What follows belongs to an exercise in optimizing a design on an open flow for small area, a short achievable clock period and few clock cycles per item; a production flow would make more cautious choices. In this exercise RTL edits were held to simulation tests only and were not proved equivalent to the original. Power is estimated from default activity; no workload was simulated.

File: design/flow/config.mk
export PLATFORM = sky130hd
export DESIGN_NAME = indent_style_detector_core
export DESIGN_NICKNAME = indent_style_detector_core
export VERILOG_FILES = /design/flow/design.v
export SDC_FILE = /design/flow/constraint.sdc
export NUM_CORES = 4
export LEC_CHECK = 0
export ABC_AREA = 1
export CAP_MARGIN = 20
export CORE_MARGIN = 2
export CORE_UTILIZATION = 55
export PLACE_DENSITY = 0.7
export SETUP_SLACK_MARGIN = 5.0
export SLEW_MARGIN = 20
File: design/flow/constraint.sdc
create_clock -name core_clock -period 8.0 [get_ports {clk}]
set_input_delay 1.6000 -clock core_clock [delete_from_list [all_inputs] [get_ports {clk}]]
set_output_delay 1.6000 -clock core_clock [all_outputs]
set_load 0.01 [all_outputs]
File: design/flow/design.v
package isd_pkg;
	localparam logic [7:0] CH_TAB   = 8'h09;
	localparam logic [7:0] CH_LF    = 8'h0A;
	localparam logic [7:0] CH_CR    = 8'h0D;
	localparam logic [7:0] CH_SPACE = 8'h20;
	localparam logic [7:0] CH_STAR  = 8'h2A;
	localparam logic [1:0] REG_MIN_INDENT = 2'd0;
	localparam logic [1:0] REG_MAX_INDENT = 2'd1;
	localparam logic [1:0] REG_MAX_LINES  = 2'd2;
	localparam logic [7:0]  MIN_INDENT_RST = 8'd2;
	localparam logic [7:0]  MAX_INDENT_RST = 8'd8;
	localparam logic [15:0] MAX_LINES_RST  = 16'd500;
	localparam logic [1:0] STYLE_UNKNOWN = 2'd0;
	localparam logic [1:0] STYLE_TABS    = 2'd1;
	localparam logic [1:0] STYLE_SPACES  = 2'd2;
	localparam logic [2:0] K_NONE  = 3'd0;   
	localparam logic [2:0] K_SPACE = 3'd1;
	localparam logic [2:0] K_TAB   = 3'd2;
	localparam logic [2:0] K_STAR  = 3'd3;
	localparam logic [2:0] K_TEXT  = 3'd4;   
	localparam logic [2:0] K_CRLF  = 3'd5;   
	typedef struct packed {
		logic       eol;
		logic [2:0] kind;
	} isd_word_t;
endpackage
module indent_style_detector_core (
	input  logic        clk,
	input  logic        arst_n,
	input  logic        in_valid,
	output logic        in_ready,
	input  logic [7:0]  text_byte,
	input  logic        has_byte,
	input  logic        end_of_line,
	output logic        out_valid,
	input  logic        out_ready,
	output logic        keep_going,
	output logic [1:0]  tab_style,
	output logic [7:0]  indent_size,
	output logic [31:0] lines_seen,
	input  logic        cfg_we,
	input  logic [1:0]  cfg_index,
	input  logic [15:0] cfg_data
);
	function automatic logic [15:0] sat_inc(input logic [15:0] v);
		sat_inc = (&v) ? v : v + 16'd1;
	endfunction
	logic [7:0]  min_indent_q;
	logic [7:0]  max_indent_q;
	logic [15:0] max_lines_q;
	logic [7:0]  in_range;    
	always_ff @(posedge clk or negedge arst_n) begin
		if (!arst_n) begin
			min_indent_q <= isd_pkg::MIN_INDENT_RST;
			max_indent_q <= isd_pkg::MAX_INDENT_RST;
			max_lines_q  <= isd_pkg::MAX_LINES_RST;
		end else if (cfg_we) begin
			case (cfg_index)
				isd_pkg::REG_MIN_INDENT: min_indent_q <= cfg_data[7:0];
				isd_pkg::REG_MAX_INDENT: max_indent_q <= cfg_data[7:0];
				isd_pkg::REG_MAX_LINES:  max_lines_q  <= cfg_data;
				default: ;
			endcase
		end
	end
	logic [8:0] win_span;    
	assign win_span = {1'b0, max_indent_q} - {1'b0, min_indent_q};
	always_comb begin
		for (int i = 0; i < 8; i++) begin
			in_range[i] = !win_span[8] && ((win_span[7:3] != 5'd0) || (win_span[2:0] >= 3'(i)));
		end
	end
	logic       rc_busy_q;
	logic [3:0] rc_idx_q;
	logic       rc_fin;
	assign rc_fin = rc_busy_q && rc_idx_q == 4'd9;
	logic out_valid_q;
	logic out_free;    
	logic s2_go;       
	logic s2_fire;
	assign out_free = !out_valid_q || out_ready;
	assign s2_go    = pend_q && !rc_busy_q;
	assign s2_fire  = s2_go && out_free;
	isd_pkg::isd_word_t in_word;
	isd_pkg::isd_word_t w0_q, w1_q;
	logic w0_v_q, w1_v_q;
	logic in_ready_q;
	logic acc, cons;
	logic w0_v_d, w1_v_d;
	always_comb begin
		in_word.eol = end_of_line;
		if (!has_byte) begin
			in_word.kind = isd_pkg::K_NONE;
		end else begin
			case (text_byte)
				isd_pkg::CH_SPACE: in_word.kind = isd_pkg::K_SPACE;
				isd_pkg::CH_TAB:   in_word.kind = isd_pkg::K_TAB;
				isd_pkg::CH_STAR:  in_word.kind = isd_pkg::K_STAR;
				isd_pkg::CH_CR,
				isd_pkg::CH_LF:    in_word.kind = isd_pkg::K_CRLF;
				default:           in_word.kind = isd_pkg::K_TEXT;
			endcase
		end
	end
	logic        pend_q;    
	logic        clr_q;     
	logic        run_q, tab_q, skip_q, cont_q, spnz_q;
	logic [15:0] sp_q;
	logic        run_b, tab_b, skip_b, cont_b, spnz_b;
	logic [15:0] sp_b;
	logic        run_d, tab_d, skip_d, cont_d, spnz_d;
	logic [15:0] sp_d;
	assign acc  = in_valid && in_ready_q;
	assign cons = w0_v_q && (!pend_q || s2_fire);
	always_comb begin
		if (cons) begin
			w0_v_d = w1_v_q || acc;
			w1_v_d = w1_v_q && acc;
		end else begin
			w0_v_d = w0_v_q || acc;
			w1_v_d = w1_v_q || (w0_v_q && acc);
		end
	end
	always_ff @(posedge clk or negedge arst_n) begin
		if (!arst_n) begin
			w0_v_q     <= 1'b0;
			w1_v_q     <= 1'b0;
			in_ready_q <= 1'b1;
		end else begin
			w0_v_q     <= w0_v_d;
			w1_v_q     <= w1_v_d;
			in_ready_q <= !(w0_v_d && w1_v_d);
		end
	end
	always_ff @(posedge clk) begin
		if (cons ? (w1_v_q || acc) : (!w0_v_q && acc)) begin
			w0_q <= (cons && w1_v_q) ? w1_q : in_word;
		end
		if (acc && (cons ? w1_v_q : w0_v_q)) begin
			w1_q <= in_word;
		end
	end
	assign in_ready = in_ready_q;
	always_comb begin
		run_b  = clr_q || run_q;
		tab_b  = !clr_q && tab_q;
		skip_b = !clr_q && skip_q;
		cont_b = !clr_q && cont_q;
		spnz_b = !clr_q && spnz_q;
		sp_b   = clr_q ? 16'd0 : sp_q;
		run_d  = run_b;
		tab_d  = tab_b;
		skip_d = skip_b;
		cont_d = cont_b || (w0_q.kind != isd_pkg::K_NONE && w0_q.kind != isd_pkg::K_CRLF);
		spnz_d = spnz_b;
		sp_d   = sp_b;
		if (run_b) begin
			if (w0_q.kind == isd_pkg::K_TAB) begin
				tab_d = 1'b1;
				if (spnz_b) begin
					skip_d = 1'b1;
					run_d  = 1'b0;
				end
			end
			if (w0_q.kind == isd_pkg::K_SPACE) begin
				sp_d   = sat_inc(sp_b);
				spnz_d = 1'b1;
				if (tab_b) begin
					skip_d = 1'b1;
					run_d  = 1'b0;
				end
			end
			if (w0_q.kind == isd_pkg::K_STAR) begin
				skip_d = 1'b1;
				run_d  = 1'b0;
			end
			if (w0_q.kind == isd_pkg::K_TEXT || w0_q.kind == isd_pkg::K_CRLF) begin
				run_d = 1'b0;
			end
		end
	end
	always_ff @(posedge clk or negedge arst_n) begin
		if (!arst_n) begin
			pend_q <= 1'b0;
			clr_q  <= 1'b1;
		end else begin
			if (cons) begin
				pend_q <= w0_q.eol;
				clr_q  <= w0_q.eol;
			end else if (s2_fire) begin
				pend_q <= 1'b0;
			end
		end
	end
	always_ff @(posedge clk) begin
		if (cons) begin
			run_q  <= run_d;
			tab_q  <= tab_d;
			skip_q <= skip_d;
			cont_q <= cont_d;
			spnz_q <= spnz_d;
			sp_q   <= sp_d;
		end
	end
	logic [15:0] prev_q;
	logic [2:0]  bin;
	logic        hit;
	logic        s3_v_q, s3_tabl_q, s3_spl_q, s3_hit_q;
	logic [2:0]  s3_bin_q;
	logic [16:0] d_up;
	logic        s2b_v_q, s2b_neg_q, s2b_hiz_q, s2b_hio_q, s2b_cls_q, s2b_tabl_q, s2b_spl_q;
	logic [7:0]  s2b_dlo_q;
	assign d_up = {1'b0, sp_q} - {1'b0, prev_q};
	always_ff @(posedge clk or negedge arst_n) begin
		if (!arst_n) begin
			prev_q  <= 16'd0;
			s2b_v_q <= 1'b0;
		end else if (out_free) begin
			s2b_v_q <= s2_go;
			if (s2_go && !skip_q && !tab_q && cont_q) begin
				prev_q <= sp_q;
			end
		end
	end
	always_ff @(posedge clk) begin
		if (s2_fire) begin
			s2b_neg_q  <= d_up[16];
			s2b_hiz_q  <= d_up[15:8] == 8'd0;
			s2b_hio_q  <= d_up[15:8] == 8'hFF;
			s2b_dlo_q  <= d_up[7:0];
			s2b_cls_q  <= !skip_q && !tab_q && cont_q;
			s2b_tabl_q <= !skip_q && tab_q;
			s2b_spl_q  <= !skip_q && !tab_q && spnz_q;
		end
	end
	logic [8:0]  e_up;
	logic [9:0]  e_dn;
	logic        win_up, win_dn;
	logic        s2b_fire;
	assign s2b_fire = out_free && s2b_v_q;
	always_comb begin
		e_up   = {1'b0, s2b_dlo_q} - {1'b0, min_indent_q};
		e_dn   = {2'b0, ~s2b_dlo_q} + 10'd1 - {2'b0, min_indent_q};
		win_up = s2b_hiz_q && !e_up[8] && (e_up[7:3] == 5'd0) && in_range[e_up[2:0]];
		win_dn = s2b_hio_q && (e_dn[9:3] == 7'd0) && in_range[e_dn[2:0]];
		bin    = s2b_neg_q ? e_dn[2:0] : e_up[2:0];
		hit    = s2b_cls_q && (s2b_neg_q ? win_dn : win_up);
	end
	always_ff @(posedge clk or negedge arst_n) begin
		if (!arst_n) begin
			s3_v_q <= 1'b0;
		end else if (out_free) begin
			s3_v_q <= s2b_v_q;
		end
	end
	always_ff @(posedge clk) begin
		if (s2b_fire) begin
			s3_tabl_q <= s2b_tabl_q;
			s3_spl_q  <= s2b_spl_q;
			s3_hit_q  <= hit;
			s3_bin_q  <= bin;
		end
	end
	logic [15:0] hist_q [8];
	logic [7:0]  hist_v_q;
	logic [2:0]  rd_idx;
	logic [15:0] rd_val;
	logic [15:0] bump_val;
	logic [15:0] rd_q;
	logic        s4_v_q, s4_tabl_q, s4_spl_q, s4_hit_q;
	logic [2:0]  s4_bin_q;
	logic        rcb_v_q;        
	logic [2:0]  rcb_idx_q;
	logic        s3_fire, s4_fire;
	assign s3_fire  = out_free && s3_v_q;
	assign s4_fire  = out_free && s4_v_q;
	assign rd_idx   = rc_busy_q ? rc_idx_q[2:0] : s3_bin_q;
	assign bump_val = sat_inc(rd_q);
	assign rd_val   = (s4_fire && s4_hit_q && s4_bin_q == rd_idx) ? bump_val
		: hist_v_q[rd_idx] ? hist_q[rd_idx] : 16'd0;
	always_ff @(posedge clk or negedge arst_n) begin
		if (!arst_n) begin
			s4_v_q  <= 1'b0;
			rcb_v_q <= 1'b0;
		end else begin
			if (out_free) begin
				s4_v_q <= s3_v_q;
			end
			rcb_v_q <= !cfg_we && rc_busy_q && !rc_idx_q[3];
		end
	end
	always_ff @(posedge clk) begin
		if (s3_fire || rc_busy_q) begin
			rd_q <= rd_val;
		end
		if (s3_fire) begin
			s4_tabl_q <= s3_tabl_q;
			s4_spl_q  <= s3_spl_q;
			s4_hit_q  <= s3_hit_q;
			s4_bin_q  <= s3_bin_q;
		end
		rcb_idx_q <= rc_idx_q[2:0];
	end
	always_ff @(posedge clk) begin
		if (s4_fire && s4_hit_q) begin
			hist_q[s4_bin_q] <= bump_val;
		end
	end
	logic [15:0] line_total_q, tab_total_q, space_total_q;
	logic [12:0] th_floor_q;    
	logic [3:0]  th_rem_q;      
	logic [15:0] max_q;         
	logic [2:0]  max_idx_q;     
	logic        qual_q;        
	logic        th_inc, th_sat, fl_inc;
	logic [12:0] floor_inc;
	logic        max_inc, idx_take;
	logic [15:0] line_nx, tab_inc, space_inc;
	logic [7:0]  ind_bin, ind_cur;
	logic [1:0]  style_nx;
	logic        qual_nx;
	logic [2:0]  idx_nx;
	logic        rc_take;
	logic        keep_going_q;
	logic [1:0]  tab_style_q;
	logic [7:0]  indent_size_q;
	assign th_inc    = s4_tabl_q || s4_hit_q;
	assign th_sat    = (th_floor_q == 13'd6553) && (th_rem_q == 4'd5);
	assign fl_inc    = th_inc && !th_sat && (th_rem_q == 4'd9);
	assign floor_inc = th_floor_q + 13'd1;
	assign max_inc   = s4_hit_q && (rd_q == max_q) && !(&max_q);
	assign idx_take  = max_inc || (s4_hit_q && (bump_val == max_q) && (s4_bin_q < max_idx_q));
	assign idx_nx    = idx_take ? s4_bin_q : max_idx_q;
	assign ind_bin   = min_indent_q + {5'd0, s4_bin_q};
	assign ind_cur   = min_indent_q + {5'd0, max_idx_q};
	assign line_nx   = sat_inc(line_total_q);
	assign tab_inc   = sat_inc(tab_total_q);
	assign space_inc = sat_inc(space_total_q);
	always_comb begin
		qual_nx = qual_q;
		if (max_inc && !fl_inc) begin
			qual_nx = qual_q || (max_q == {3'd0, th_floor_q});
		end else if (!max_inc && fl_inc) begin
			qual_nx = qual_q && (max_q != {3'd0, floor_inc});
		end
	end
	always_comb begin
		style_nx = tab_style_q;
		if (s4_tabl_q && !(&tab_total_q)) begin
			if (tab_style_q == isd_pkg::STYLE_SPACES) begin
				style_nx = (tab_inc == space_total_q) ? isd_pkg::STYLE_UNKNOWN : isd_pkg::STYLE_SPACES;
			end else begin
				style_nx = isd_pkg::STYLE_TABS;
			end
		end else if (s4_spl_q && !(&space_total_q)) begin
			if (tab_style_q == isd_pkg::STYLE_TABS) begin
				style_nx = (space_inc == tab_total_q) ? isd_pkg::STYLE_UNKNOWN : isd_pkg::STYLE_TABS;
			end else begin
				style_nx = isd_pkg::STYLE_SPACES;
			end
		end
	end
	logic [16:0] kg_sub, ql_sub;
	assign kg_sub = {1'b0, line_total_q} - {1'b0, max_lines_q};
	assign ql_sub = {4'd0, th_floor_q} - {1'b0, max_q};
	assign rc_take = rcb_v_q && in_range[rcb_idx_q] && (rd_q > max_q);
	always_ff @(posedge clk or negedge arst_n) begin
		if (!arst_n) begin
			line_total_q  <= 16'd0;
			tab_total_q   <= 16'd0;
			space_total_q <= 16'd0;
			th_floor_q    <= 13'd0;
			th_rem_q      <= 4'd0;
			hist_v_q      <= 8'd0;
			max_q         <= 16'd0;
			qual_q        <= 1'b0;
			keep_going_q  <= 1'b1;
			tab_style_q   <= isd_pkg::STYLE_UNKNOWN;
			rc_busy_q     <= 1'b0;
			rc_idx_q      <= 4'd0;
		end else if (cfg_we) begin
			rc_busy_q <= 1'b1;
			rc_idx_q  <= 4'd0;
			max_q     <= 16'd0;
		end else if (rc_busy_q) begin
			rc_idx_q <= rc_idx_q + 4'd1;
			if (rc_take) begin
				max_q <= rd_q;
			end
			if (rc_fin) begin
				rc_busy_q     <= 1'b0;
				qual_q        <= ql_sub[16];
				keep_going_q  <= kg_sub[16];
			end
		end else if (s4_fire) begin
			line_total_q  <= line_nx;
			if (s4_tabl_q) begin
				tab_total_q <= tab_inc;
			end
			if (s4_spl_q) begin
				space_total_q <= space_inc;
			end
			if (th_inc && !th_sat) begin
				if (th_rem_q == 4'd9) begin
					th_rem_q   <= 4'd0;
					th_floor_q <= floor_inc;
				end else begin
					th_rem_q <= th_rem_q + 4'd1;
				end
			end
			if (s4_hit_q) begin
				hist_v_q[s4_bin_q] <= 1'b1;
			end
			if (max_inc) begin
				max_q <= max_q + 16'd1;
			end
			qual_q        <= qual_nx;
			keep_going_q  <= keep_going_q && (line_nx != max_lines_q);
			tab_style_q   <= style_nx;
		end
	end
	always_ff @(posedge clk) begin
		if (!cfg_we && rc_busy_q) begin
			if (rc_take) begin
				max_idx_q <= rcb_idx_q;
			end
			if (rc_fin) begin
				indent_size_q <= ql_sub[16] ? ind_cur : 8'd0;
			end
		end else if (!cfg_we && s4_fire) begin
			max_idx_q     <= idx_nx;
			indent_size_q <= !qual_nx ? 8'd0 : idx_take ? ind_bin : ind_cur;
		end
	end
	always_ff @(posedge clk or negedge arst_n) begin
		if (!arst_n) begin
			out_valid_q <= 1'b0;
		end else if (out_free) begin
			out_valid_q <= s4_v_q;
		end
	end
	assign out_valid   = out_valid_q;
	assign keep_going  = keep_going_q;
	assign tab_style   = tab_style_q;
	assign indent_size = indent_size_q;
	assign lines_seen  = {16'd0, line_total_q};
endmodule
File: design/flow/flow/run.sh
#!/bin/bash
# The standard layout (standard.sh, unchanged synthesis and steps) with three
# tool settings changed (and the wire-load timing repair at floorplan is skipped, as REMOVE_ABC_BUFFERS does): port buffers use the plain buf cell family, CTS uses clkbuf_8 and adds no
# dummy loads, and the setup margin stays at 5.0.
# The clock period and I/O constraints are untouched.
set -euo pipefail
sed -e 's/SETUP_SLACK_MARGIN=[0-9.]*/SETUP_SLACK_MARGIN=5.0 REMOVE_ABC_BUFFERS=1 "BUFFER_PORTS_ARGS=-buffer_cell sky130_fd_sc_hd__buf_2" "CTS_ARGS=-sink_clustering_enable -repair_clock_nets -dont_use_dummy_load -buf_list sky130_fd_sc_hd__clkbuf_8"/' standard.sh > standard_tuned.sh
bash standard_tuned.sh > standard.log 2>&1
File: design/flow/standard.sh
#!/bin/bash
# synth_recipe.tcl (not shown) runs the flow's synth.tcl, then flattens the netlist and writes it again
# the make line also repeats each setting of config.mk as NAME=value (left out here)
make -C /OpenROAD-flow-scripts/flow DESIGN_CONFIG=/design/flow/config.mk WORK_HOME=/design/flow/orfs CLKGATE_MAP_FILE= SYNTH_SCRIPT=/design/flow/synth_recipe.tcl "${@:-finish}"
==> results.toml, run 1 <==
[power]
comb_power_share = 0.240
power.total_mw = 4.99
p_sw_mw = 1.62
irDropWorstVdd_mv = 0.172
clkPwrFrac = 0.290
p_seq_frac = 0.470
switching_share = 0.325
p_leak_nw = 10.8
power_density_mw_per_mm2 = 207
p_int_mw = 3.36

[worst_setup_path]
cp_top_family = "flip-flops"
r2r_start = "rd_q[1]"
worstPathArrival_ns = 1.32
critical_path.startpoint_type = "register"
cp.required_ns = 6.40
reg2reg_depth = 17
worst-path-max-fanout = 6
reg2reg_to = "max_idx_q[1]"
cp-end-kind = "primary output"
r2r_setup_slack_ns = 5.16
critical_path_class = "reg -> out"
max_stage_delay_ns = 0.49
crit_buf_inv = 1
crit_chain = "buf_2"
critPathSlowestCell = "dfrtp_1"

[global_routing]
grtUsageTotal = 0.261
grt_pass1_wl_mm = 87.8
grt_antenna_before_repair = 1
grt_max_degree = 88
grt-ovfl-total = 0
grt_pass1_vias = 17579

[clocking]
clk_latency_ns = 0.63
clock-root-buffer = "clkbuf_8"
ctsHtreeMaxLevel = 3
cts_buffers = 67
cts.clk_slew.worst_paths_ns = 0.06
clockBufferDepth = 3
cts_tree = "done"
clock_sinks = 369

[sta]
fin_crit_ns = 2.92
hold-worst-slack_ns = 0.417
fin_worst_skew_ns = 0.0582
hold_viol_final = 0
rsz0062_at_grt = "no"
fin_crit_sh = 0.365
fmax_mhz = 342
tightestPinTransition_ns = 1.00
setup_viol = 0
slew_headroom = 0.332
tns_ns = 0
slew_violations = 0

[placed_design]
globalplace.congestion = 0.913
hpwlAfterDp_mm = 38.3
numPortBuffers = 61
placed_cells = 3205

[route]
drc = 0
firstDrtPassIters = 5
dr.first_iter.drc_count = 1235
route.vias.total = 18289
drtAntennaViolNets = 0
wl_per_cell_um = 16.3
vias_per_cell = 5.57
routed_wl_mm = 53.6

[synth]
ys_types = 62
yosys.area.top_type = "edfxtp_1"
postSynthAreaPerCell_um2 = 8.31
synth_edf_count = 210
syn_inst = 2661
ys_warn_count = 1
ys_async_sr_fraction = 0.423
synthFlopType = "edfxtp_1"
synth_top_area_share = 0.285
ys_seq_area_frac = 0.465
netlist_top_cells_area = "edfxtp_1 (29%), dfrtp_1 (16%), nand2_1 (12%)"
syn_area_mm2 = 0.0221
synth_seq_cells = 369

[floorplanning]
die_w_um = 204
initial_core_util = 0.556
die_area_mm2 = 0.0418
coreArea_mm2 = 0.0397
fp.dieH_um = 204
ios = 78
rows = 73

[hold_path]
hold_class = "reg -> reg"
holdPathStages = 0
hp-start = "s2b_spl_q"
min_to = "s3_spl_q"

[finish]
syn2layout_area_growth_pct = 9.22
final_cells = 3285
n_fill_cell = 3446
nets = 2914
layout-drive-gt1-share = 0.0935

[flow_run]
max_cap_violations = 0

[outcome]
status = "finished clean"
-- placed cells by master, fill, tap and decap left out, types with 8 or more instances in the layout --
cell      count
edfxtp_1    210
xnor2_1      19
nand3_1     204
dfrtp_2      11
a21oi_1     119
o21ai_0     182
dfstp_2      10
conb_1       16
nand2_1     688
nand4_1      39
nor2_2       15
buf_4        27
nor3_1       40
ha_1        111
o21bai_1      8
xor2_1      100
inv_1       310
dfrtp_1     134
nor2_1      208
a32o_1       27
nand2_2      18
buf_2        60
clkbuf_8     67
a31oi_1       8
-- worst max-delay path by stage --
| stage | from | to | cells past startpoint |
|---|---|---|---|
| CTS | out_ready | rd_q[14] | 9 |
| global placement | cfg_we | th_rem_q[3] | 10 |
| global route | line_total_q[7] | lines_seen[7] | 1 |
| floorplan | rc_busy_q | rd_q[14] | 11 |
| detailed placement | cfg_we | th_floor_q[2] | 10 |
| finish | line_total_q[7] | lines_seen[7] | 1 |
-- flip-flops by register name, indices dropped and copies added, names as in the netlist, 4 cells and up --
signal         cells
rd_q              16
hist_v_q           8
th_floor_q        13
max_q             16
space_total_q     16
hist_q           128
max_indent_q       8
sp_q              16
prev_q            16
max_lines_q       16
w0_q               4
indent_size_q      8
line_total_q      16
rc_idx_q           4
min_indent_q       8
s2b_dlo_q          8
w1_q               4
tab_total_q       16
th_rem_q           4
-- repair_timing --
| item | in CTS | in global routing |
|---|---|---|
| endpoints found under the setup margin | 105 | 95 |
| pin swaps | 1 | 5 |
| resized for setup | 26 | 40 |
| cloned | 0 | 1 |
| buffers inserted | 7 | 4 |
| hold buffers | 0 | 0 |
| hold endpoints to repair | 0 | 0 |
-- cells by family (layout without fill, tap and decap cells) --
| kind of cell | Yosys count | after routing | share of synthesized area |
|---|---|---|---|
| and+or+nand+nor | 1251 | 1252 | 0.239 |
| DFF | 369 | 369 | 0.465 |
| xor gates and xnor gates | 120 | 120 | 0.0482 |
| adders and majority gates | 120 | 120 | 0.0703 |
| other | 1 | 17 | 0.000170 |
| buffers and inverters | 398 | 480 | 0.0720 |
| AOI/OAI and AO/OA | 402 | 402 | 0.106 |
-- stage by stage --
step,utilization,cell area [µm²],setup WS [ns]
global placement,0.577,22900,3.45
floorplan,-,21800,2.35
detailed placement,0.577,22900,3.34
CTS,0.604,24000,4.90
global route,0.608,24100,5.00
finish,0.608,24100,5.08
-- synthesized netlist by cell type, types with 5 or more instances --
cell / number
a21oi_1: 121
a22oi_1: 5
a31oi_1: 8
a32o_1: 27
a32oi_1: 6
buf_1: 7
buf_2: 10
buf_4: 18
clkbuf_1: 39
dfrtp_1: 145
dfstp_2: 11
edfxtp_1: 210
fa_1: 7
ha_1: 113
inv_1: 313
inv_2: 5
nand2_1: 700
nand2_2: 8
nand3_1: 207
nand4_1: 39
nor2_1: 219
nor2_2: 8
nor3_1: 41
nor4_1: 6
o21ai_0: 182
o21bai_1: 8
o22ai_1: 7
o31ai_1: 5
xnor2_1: 19
xor2_1: 100
-- routing by layer --
layer / global-route usage / routed length, µm / up-vias
met5: 0 / 0 / -
met4: 0.0973 / 1610 / 0
met3: 0.0509 / 3150 / 120
met2: 0.421 / 24900 / 525
met1: 0.352 / 23900 / 8612
li1: - / - / 9032
-- power groups by stage --
stage	registers (mW)	clock network (mW)	logic (mW)
after global placement	2.38	0	1.13
after floorplan	2.33	0	0.881
after global routing	2.36	1.57	1.38
after CTS	2.34	1.49	1.19
after detailed placement	2.38	0	1.17
final	2.35	1.44	1.20
-- area by class of cell --
class	instances	area [µm²]	area share
multi-input cells	1910	10500	0.434
clock buffers	67	922	0.0382
flip-flops and latches	369	10300	0.427
well taps	525	657	0.0272
diodes	1	2.50	0.000104
inverters	322	1220	0.0507
repair buffers	91	557	0.0231
Testbench counts, summed over its fixed seeds: cycles 171,851, lines 9,600.
==> run 2: changes to the inputs <==
==> design/flow/flow/run.sh (replaced) <==
#!/bin/bash
# The standard layout (standard.sh, unchanged synthesis and steps) with three
# tool settings changed (and the wire-load timing repair at floorplan is skipped, as REMOVE_ABC_BUFFERS does): port buffers use the plain buf cell family, CTS uses clkbuf_8 and adds no
# dummy loads, and the setup margin is 5.2.
# The clock period and I/O constraints are untouched.
set -euo pipefail
sed -e 's/SETUP_SLACK_MARGIN=[0-9.]*/SETUP_SLACK_MARGIN=5.2 REMOVE_ABC_BUFFERS=1 "BUFFER_PORTS_ARGS=-buffer_cell sky130_fd_sc_hd__buf_2" "CTS_ARGS=-sink_clustering_enable -repair_clock_nets -dont_use_dummy_load -buf_list sky130_fd_sc_hd__clkbuf_8"/' standard.sh > standard_tuned.sh
bash standard_tuned.sh > standard.log 2>&1
==> run 2 against run 1 <==
- still clean
- synthesized cell count unchanged
- clock skew down 0.0028 ns
- combinational power up 9%
- sequential share of layout area down 1.6 points
- wire length up 4.2%
- final cell count up 1.9%
- register-to-register slack better by 0.02 ns
- worst setup slack better by 0.047 ns
- critical path depth unchanged
- die area unchanged
- core utilization up 2.4 points
==> results.toml, run 2 <==
[outcome]
status = "finished clean"

[power]
power.total_mw = 5.09
switching_share = 0.329
p_leak_nw = 11.2
irDropWorstVdd_mv = 0.171
power_density_mw_per_mm2 = 203
p_sw_mw = 1.67
comb_power_share = 0.257
p_int_mw = 3.41
p_seq_frac = 0.458
clkPwrFrac = 0.285

[worst_setup_path]
worstPathArrival_ns = 1.27
cp.required_ns = 6.40
worst-path-max-fanout = 2
cp-end-kind = "primary output"
cp-startpoint = "keep_going_q"
r2r_start = "rd_q[1]"
critical_path.startpoint_type = "register"
crit_chain = "buf_6"
reg2reg_to = "indent_size_q[2]"
cp_top_family = "flip-flops"
critPathSlowestCell = "dfstp_2"
crit_buf_inv = 1
reg2reg_depth = 19
critical_path_class = "reg -> out"
cp_num_cells = 1
endpoint = "keep_going"
max_stage_delay_ns = 0.55
r2r_setup_slack_ns = 5.18

[synth]
synth_edf_count = 210
syn_area_mm2 = 0.0221
syn_inst = 2661
ys_async_sr_fraction = 0.423
yosys.area.top_type = "edfxtp_1"
synthTopCellsByCount = "nand2_1 (700), inv_1 (313), nor2_1 (219)"
netlist_top_cells_area = "edfxtp_1 (29%), dfrtp_1 (16%), nand2_1 (12%)"
synth_top_area_share = 0.285
ys_seq_area_frac = 0.465
postSynthAreaPerCell_um2 = 8.31
synth_seq_cells = 369
ys_types = 62
synthFlopType = "edfxtp_1"
synth.most_common_cell = "nand2_1"
ys_warn_count = 1

[sta]
fin_crit_ns = 2.87
tightestPinTransition_ns = 0.909
rsz0062_at_grt = "yes"
slew_headroom = 0.394
fmax_mhz = 348
fin_worst_skew_ns = 0.0554
worst_slack_ns = 5.13
slew_violations = 0
setup_viol = 0
hold-worst-slack_ns = 0.416
tns_ns = 0
hold_viol_final = 0
fin_crit_sh = 0.359

[route]
wl_per_cell_um = 16.7
route.vias.total = 18737
dr.first_iter.drc_count = 1280
drc = 0
firstDrtPassIters = 6
vias_per_cell = 5.60
routed_wl_mm = 55.9
drtAntennaViolNets = 0

[floorplanning]
fp.dieH_um = 204
die_w_um = 204
rows = 73
ios = 78
die_area_mm2 = 0.0418
coreArea_mm2 = 0.0397
initial_core_util = 0.556

[placed_design]
place_ws_ns = 3.34
numPortBuffers = 61
hpwlAfterDp_mm = 38.3
globalplace.congestion = 0.913

[finish]
largest-register = "hist_q"
syn2layout_area_growth_pct = 13.5
seq_area_mm2 = 0.0103
nets = 2976
largest_reg_flops = 128
layout-drive-gt1-share = 0.134
n_fill_cell = 3349
final_cell_mix = "nand2_1 (675), inv_1 (305), edfxtp_1 (210), nor2_1 (201), nand3_1 (197)"
multi_input_area_mm2 = 0.0108
final_common_cell = "nand2_1"

[clocking]
clockBufferDepth = 3
ctsHtreeMaxLevel = 3
clk_latency_ns = 0.63
cts.clk_slew.worst_paths_ns = 0.05
clock_sinks = 369
holdBufCountCts = 0
cts_buffers = 67
cts_tree = "done"
clock-root-buffer = "clkbuf_8"

[hold_path]
hold_class = "reg -> reg"

[flow_run]
max_cap_violations = 0

[global_routing]
grt_pass1_wl_mm = 89.2
grtUsageTotal = 0.266
grt_max_degree = 88
grt_antenna_before_repair = 1
grt-ovfl-total = 0
grt_pass1_vias = 17778
==> run 2: cell count changes in the layout (fill, tap and decap cells not counted), sizes merged <==
| cell | delta |
|---|---|
| buf | +57 |
| clkinvlp | +6 |
| clkbuf | +1 |
| nand2 | +1 |
| clkinv | +1 |
| inv | -4 |
==> run 2: timing repair <==
item | 4_1_cts | 5_1_grt
cloned | 1 | 5
resized for setup | 70 | 117
setup endpoints to repair | 161 | 186
buffers inserted | 30 | 38
pin swaps | 6 | 26
==> run 2: final cells by class <==
class,instances,share of cell area
Multi-Input combinational cell,1911,0.431
Clock buffer,67,0.0367
Timing Repair Buffer,149,0.0440
Timing Repair inverter,3,0.00105
Inverter,322,0.0500
Sequential cell,369,0.411
Antenna cell,1,0.0000997
Tap cell,525,0.0262
==> run 2: cell families (layout without fill, tap and decap cells) <==
kind of cell	count (synthesis)	count (layout)	share of synthesized area
compound gates	402	402	0.106
xor+xnor	120	120	0.0482
fa+ha+maj	120	120	0.0703
buf+inv	398	541	0.0720
flops	369	369	0.465
other cells	1	17	0.000170
simple gates	1251	1253	0.239
==> run 2: per-layer routing <==
| metal | wire length [µm] | GRT usage | vias up |
|---|---|---|---|
| met5 | 0 | 0 | - |
| met4 | 1730 | 0.101 | 0 |
| met3 | 3400 | 0.0480 | 132 |
| met2 | 26200 | 0.427 | 588 |
| met1 | 24500 | 0.360 | 8859 |
| li1 | - | - | 9158 |
==> run 2: stage by stage <==
stage,instance area (µm²),std cells,util
3_5_place_dp,22900,3205,0.577
5_1_grt,25100,3347,0.632
6_report,25100,3347,0.632
2_1_floorplan,21800,2600,-
3_3_place_gp,22900,3205,0.577
4_1_cts,24300,3303,0.612
==> run 2: worst min path at each step <==
| stage | from | end | cells past startpoint |
|---|---|---|---|
| floorplan | s2b_spl_q | s3_spl_q | 0 |
| global placement | s3_tabl_q | s4_tabl_q | 0 |
| detailed placement | s2b_spl_q | s3_spl_q | 0 |
| CTS | s2b_spl_q | s3_spl_q | 0 |
| global route | s2b_spl_q | s3_spl_q | 0 |
| finish | s2b_spl_q | s3_spl_q | 0 |
==> run 2: power groups by stage <==
stage / sequential (mW) / combinational [mW] / clock [mW]
after detailed placement: 2.38 / 1.17 / 0
after global placement: 2.38 / 1.13 / 0
after floorplan: 2.33 / 0.881 / 0
after global routing: 2.34 / 1.49 / 1.57
final: 2.33 / 1.31 / 1.45
after CTS: 2.34 / 1.21 / 1.49
==> run 3: changes to the inputs <==
==> design/flow/flow/run.sh (replaced) <==
#!/bin/bash
# The standard layout (standard.sh, unchanged synthesis and steps) with three
# tool settings changed: port buffers use the plain buf cell family, CTS uses clkbuf_16 with clusters of up to 24 sinks and adds no
# dummy loads, and the setup margin stays at 5.0.
# The clock period and I/O constraints are untouched.
set -euo pipefail
sed -e 's/SETUP_SLACK_MARGIN=[0-9.]*/SETUP_SLACK_MARGIN=5.0 "BUFFER_PORTS_ARGS=-buffer_cell sky130_fd_sc_hd__buf_2" "CTS_ARGS=-sink_clustering_enable -repair_clock_nets -dont_use_dummy_load -buf_list sky130_fd_sc_hd__clkbuf_16 -sink_clustering_size 24 -sink_clustering_max_diameter 60"/' standard.sh > standard_tuned.sh
bash standard_tuned.sh > standard.log 2>&1
==> run 3 against run 2 <==
- still clean
- clock power is essentially flat
- hold slack better by 0.0053 ns
- synthesized cell count unchanged
- register-to-register slack barely moved
- core utilization fell by 2.1 points
- synthesized area did not move
- largest cell class unchanged
- highest routed layer unchanged
==> results.toml, run 3 <==
[outcome]
status = "finished clean"

[synth]
yosys.area.top_type = "edfxtp_1"
synth_seq_cells = 369
ys_seq_area_frac = 0.465
synthTopCellsByCount = "nand2_1 (700), inv_1 (313), nor2_1 (219)"
synth_top_area_share = 0.285
ys_types = 62
synthFlopType = "edfxtp_1"
ys_warn_count = 1
syn_inst = 2661
netlist_top_cells_area = "edfxtp_1 (29%), dfrtp_1 (16%), nand2_1 (12%)"
synth_edf_count = 210
synth.most_common_cell = "nand2_1"
syn_area_mm2 = 0.0221
ys_async_sr_fraction = 0.423
postSynthAreaPerCell_um2 = 8.31

[finish]
final_cell_mix = "nand2_1 (688), inv_1 (307), edfxtp_1 (210), nand3_1 (203), nor2_1 (203)"
largest-register = "hist_q"
layout-drive-gt1-share = 0.0880
syn2layout_area_growth_pct = 9.79
final_cells = 3263
final_common_cell = "nand2_1"
nets = 2893
largest_reg_flops = 128
n_antenna_cell = 0

[worst_setup_path]
worstPathArrival_ns = 3.35
worst-path-max-fanout = 25
reg2reg_depth = 12
cpMostUsedCell = "nand2_1"
reg2reg_to = "s3_hit_q"
r2r_start = "min_indent_q[1]"
max_stage_delay_ns = 0.21
critical_path_class = "in -> reg"
cp-end-kind = "register"
r2r_setup_slack_ns = 5.19
crit_chain = "buf_2 -> nor2_4 -> inv_1 -> nor2_2 -> buf_12 -> clkinvlp_4 -> buf_4 -> o21a_1 -> a211oi_1 -> nand2_1 -> nand2_1"
critical_path.startpoint_type = "input port"
cp.required_ns = 8.45
critPathSlowestCell = "o21a_1"

[clocking]
ctsHtreeMaxLevel = 2
cts_tree = "done"
clock_sinks = 369
clock-root-buffer = "clkbuf_16"
cts.clk_slew.worst_paths_ns = 0.07
clockBufferDepth = 3
clk_latency_ns = 0.56
holdBufCountCts = 0
cts_buffers = 35

[hold_path]
hold_class = "reg -> reg"
hp-start = "s3_spl_q"
min_to = "s4_spl_q"
holdPathStages = 0

[placed_design]
globalplace.congestion = 0.904
place_ws_ns = 3.31
hpwlAfterDp_mm = 38.6
placed_cells = 3204
numPortBuffers = 61

[sta]
fin_crit_sh = 0.363
hold_viol_final = 0
fin_crit_ns = 2.90
tns_ns = 0
fin_worst_skew_ns = 0.0618
fmax_mhz = 344
slew_violations = 0
rsz0062_at_grt = "no"
slew_headroom = 0.357
hold-worst-slack_ns = 0.421
worst_slack_ns = 5.10
setup_viol = 0
tightestPinTransition_ns = 0.965

[global_routing]
grt_pass1_vias = 17144
grt_pass1_wl_mm = 87.2
grt-ovfl-total = 0
grt_max_degree = 84
grt_antenna_before_repair = 0
grtUsageTotal = 0.261

[route]
drc = 0
wl_per_cell_um = 16.6
vias_per_cell = 5.57
dr.first_iter.drc_count = 1409
drtAntennaViolNets = 0
firstDrtPassIters = 7
route.vias.total = 18169
routed_wl_mm = 54.2

[power]
power_density_mw_per_mm2 = 206
irDropWorstVdd_mv = 0.188
power.total_mw = 5.00
p_leak_nw = 10.8

[floorplanning]
ios = 78
fp.dieH_um = 204
initial_core_util = 0.556
die_w_um = 204
coreArea_mm2 = 0.0397
die_area_mm2 = 0.0418
rows = 73

[flow_run]
max_cap_violations = 0
run 3: worst max path at each step:
stage                endpoint  startpoint
4_1_cts          hist_q[3][2]   out_ready
3_5_place_dp   th_floor_q[11]      cfg_we
6_report       tab_style_q[1]      cfg_we
3_3_place_gp    th_floor_q[2]      cfg_we
2_1_floorplan    hist_q[2][0]   out_ready
5_1_grt          max_idx_q[0]     rd_q[0]
run 3: cell type report:
class / count / area (µm²)
repair inverters: 2 / 15.0
flip-flops and latches: 369 / 10300
repair buffers: 100 / 651
inverters: 322 / 1240
clock buffers: 35 / 876
well taps: 525 / 657
fillers: 3550 / 15500
multi-input cells: 1910 / 10500
run 3: routing by layer:
| layer | global-route usage | vias up | routed length (µm) | share of wire |
|---|---|---|---|---|
| met4 | 0.0795 | 0 | 1290 | 0.024 |
| met1 | 0.358 | 8596 | 24400 | 0.45 |
| li1 | - | 8989 | - | - |
| met5 | 0 | - | 0 | 0 |
| met3 | 0.0309 | 90 | 2990 | 0.055 |
| met2 | 0.434 | 494 | 25500 | 0.47 |
run 3: worst max-delay path: cells and delay by family:
family	cells	cell delay [ns]
buf+inv	5	0.91
simple gates	4	0.44
compound gates	2	0.39
run 3: repair_timing:
action | in CTS | in global routing
setup endpoints to repair | 116 | 79
cloned | 0 | 4
buffers inserted | 9 | 10
gates resized for setup | 24 | 51
pin swaps | 1 | 8
run 3: report_power, final:
part           switching [mW]  total (mW)  internal, mW
registers               0.140        2.34          2.20
logic                   0.789        1.22         0.435
clock network           0.663        1.43         0.770
total                    1.59        5.00          3.41
run 3: cell families after synthesis:
kind of cell | Yosys count | share of synthesized area
AO/OA/AOI/OAI | 402 | 0.106
XOR/XNOR | 120 | 0.0482
adder cells (fa/ha/maj) | 120 | 0.0703
buffers and inverters | 398 | 0.0720
flip-flops | 369 | 0.465
other | 1 | 0.000170
AND/OR/NAND/NOR | 1251 | 0.239
run 3: metrics by stage:
step	cell area [µm²]	utilization
3_3_place_gp	22900	0.577
2_1_floorplan	22200	-
4_1_cts	24000	0.604
3_5_place_dp	22900	0.577
6_report	24300	0.611
5_1_grt	24300	0.611

[what the ideal ports hide]
The results above use ideal ports. As a check the final layouts listed here were re-extracted and re-timed, cells and wires unchanged.
Step 1 sets driving cells, clkbuf_16 on the clock port and buf_2 on the other inputs (assumed; they add their load-dependent delay and slew).
Step 2 times the ports against the registers' clock, not the clock port: input delays grow and output delays shrink by t, the midpoint of the rising clock arrivals with the driver on.
Slacks: no drivers / after step 1 / after step 2; pairs: no drivers / after step 1.
| run | shift t [ns] | setup WS [ns] | cell pins on the clock port's net |
|---|---|---|---|
| run 1 | 0.655 | 5.078 / 5.028 / 4.497 | 1 |
| run 2 | 0.654 | 5.126 / 5.073 / 4.535 | 1 |
| run 3 | 0.586 | 5.096 / 5.080 / 4.544 | 1 |
After both steps setup and hold are still met in every run listed. The setup slack of run 2, which loses most, moves by -0.053 ns with the drivers and by -0.591 ns with both steps.
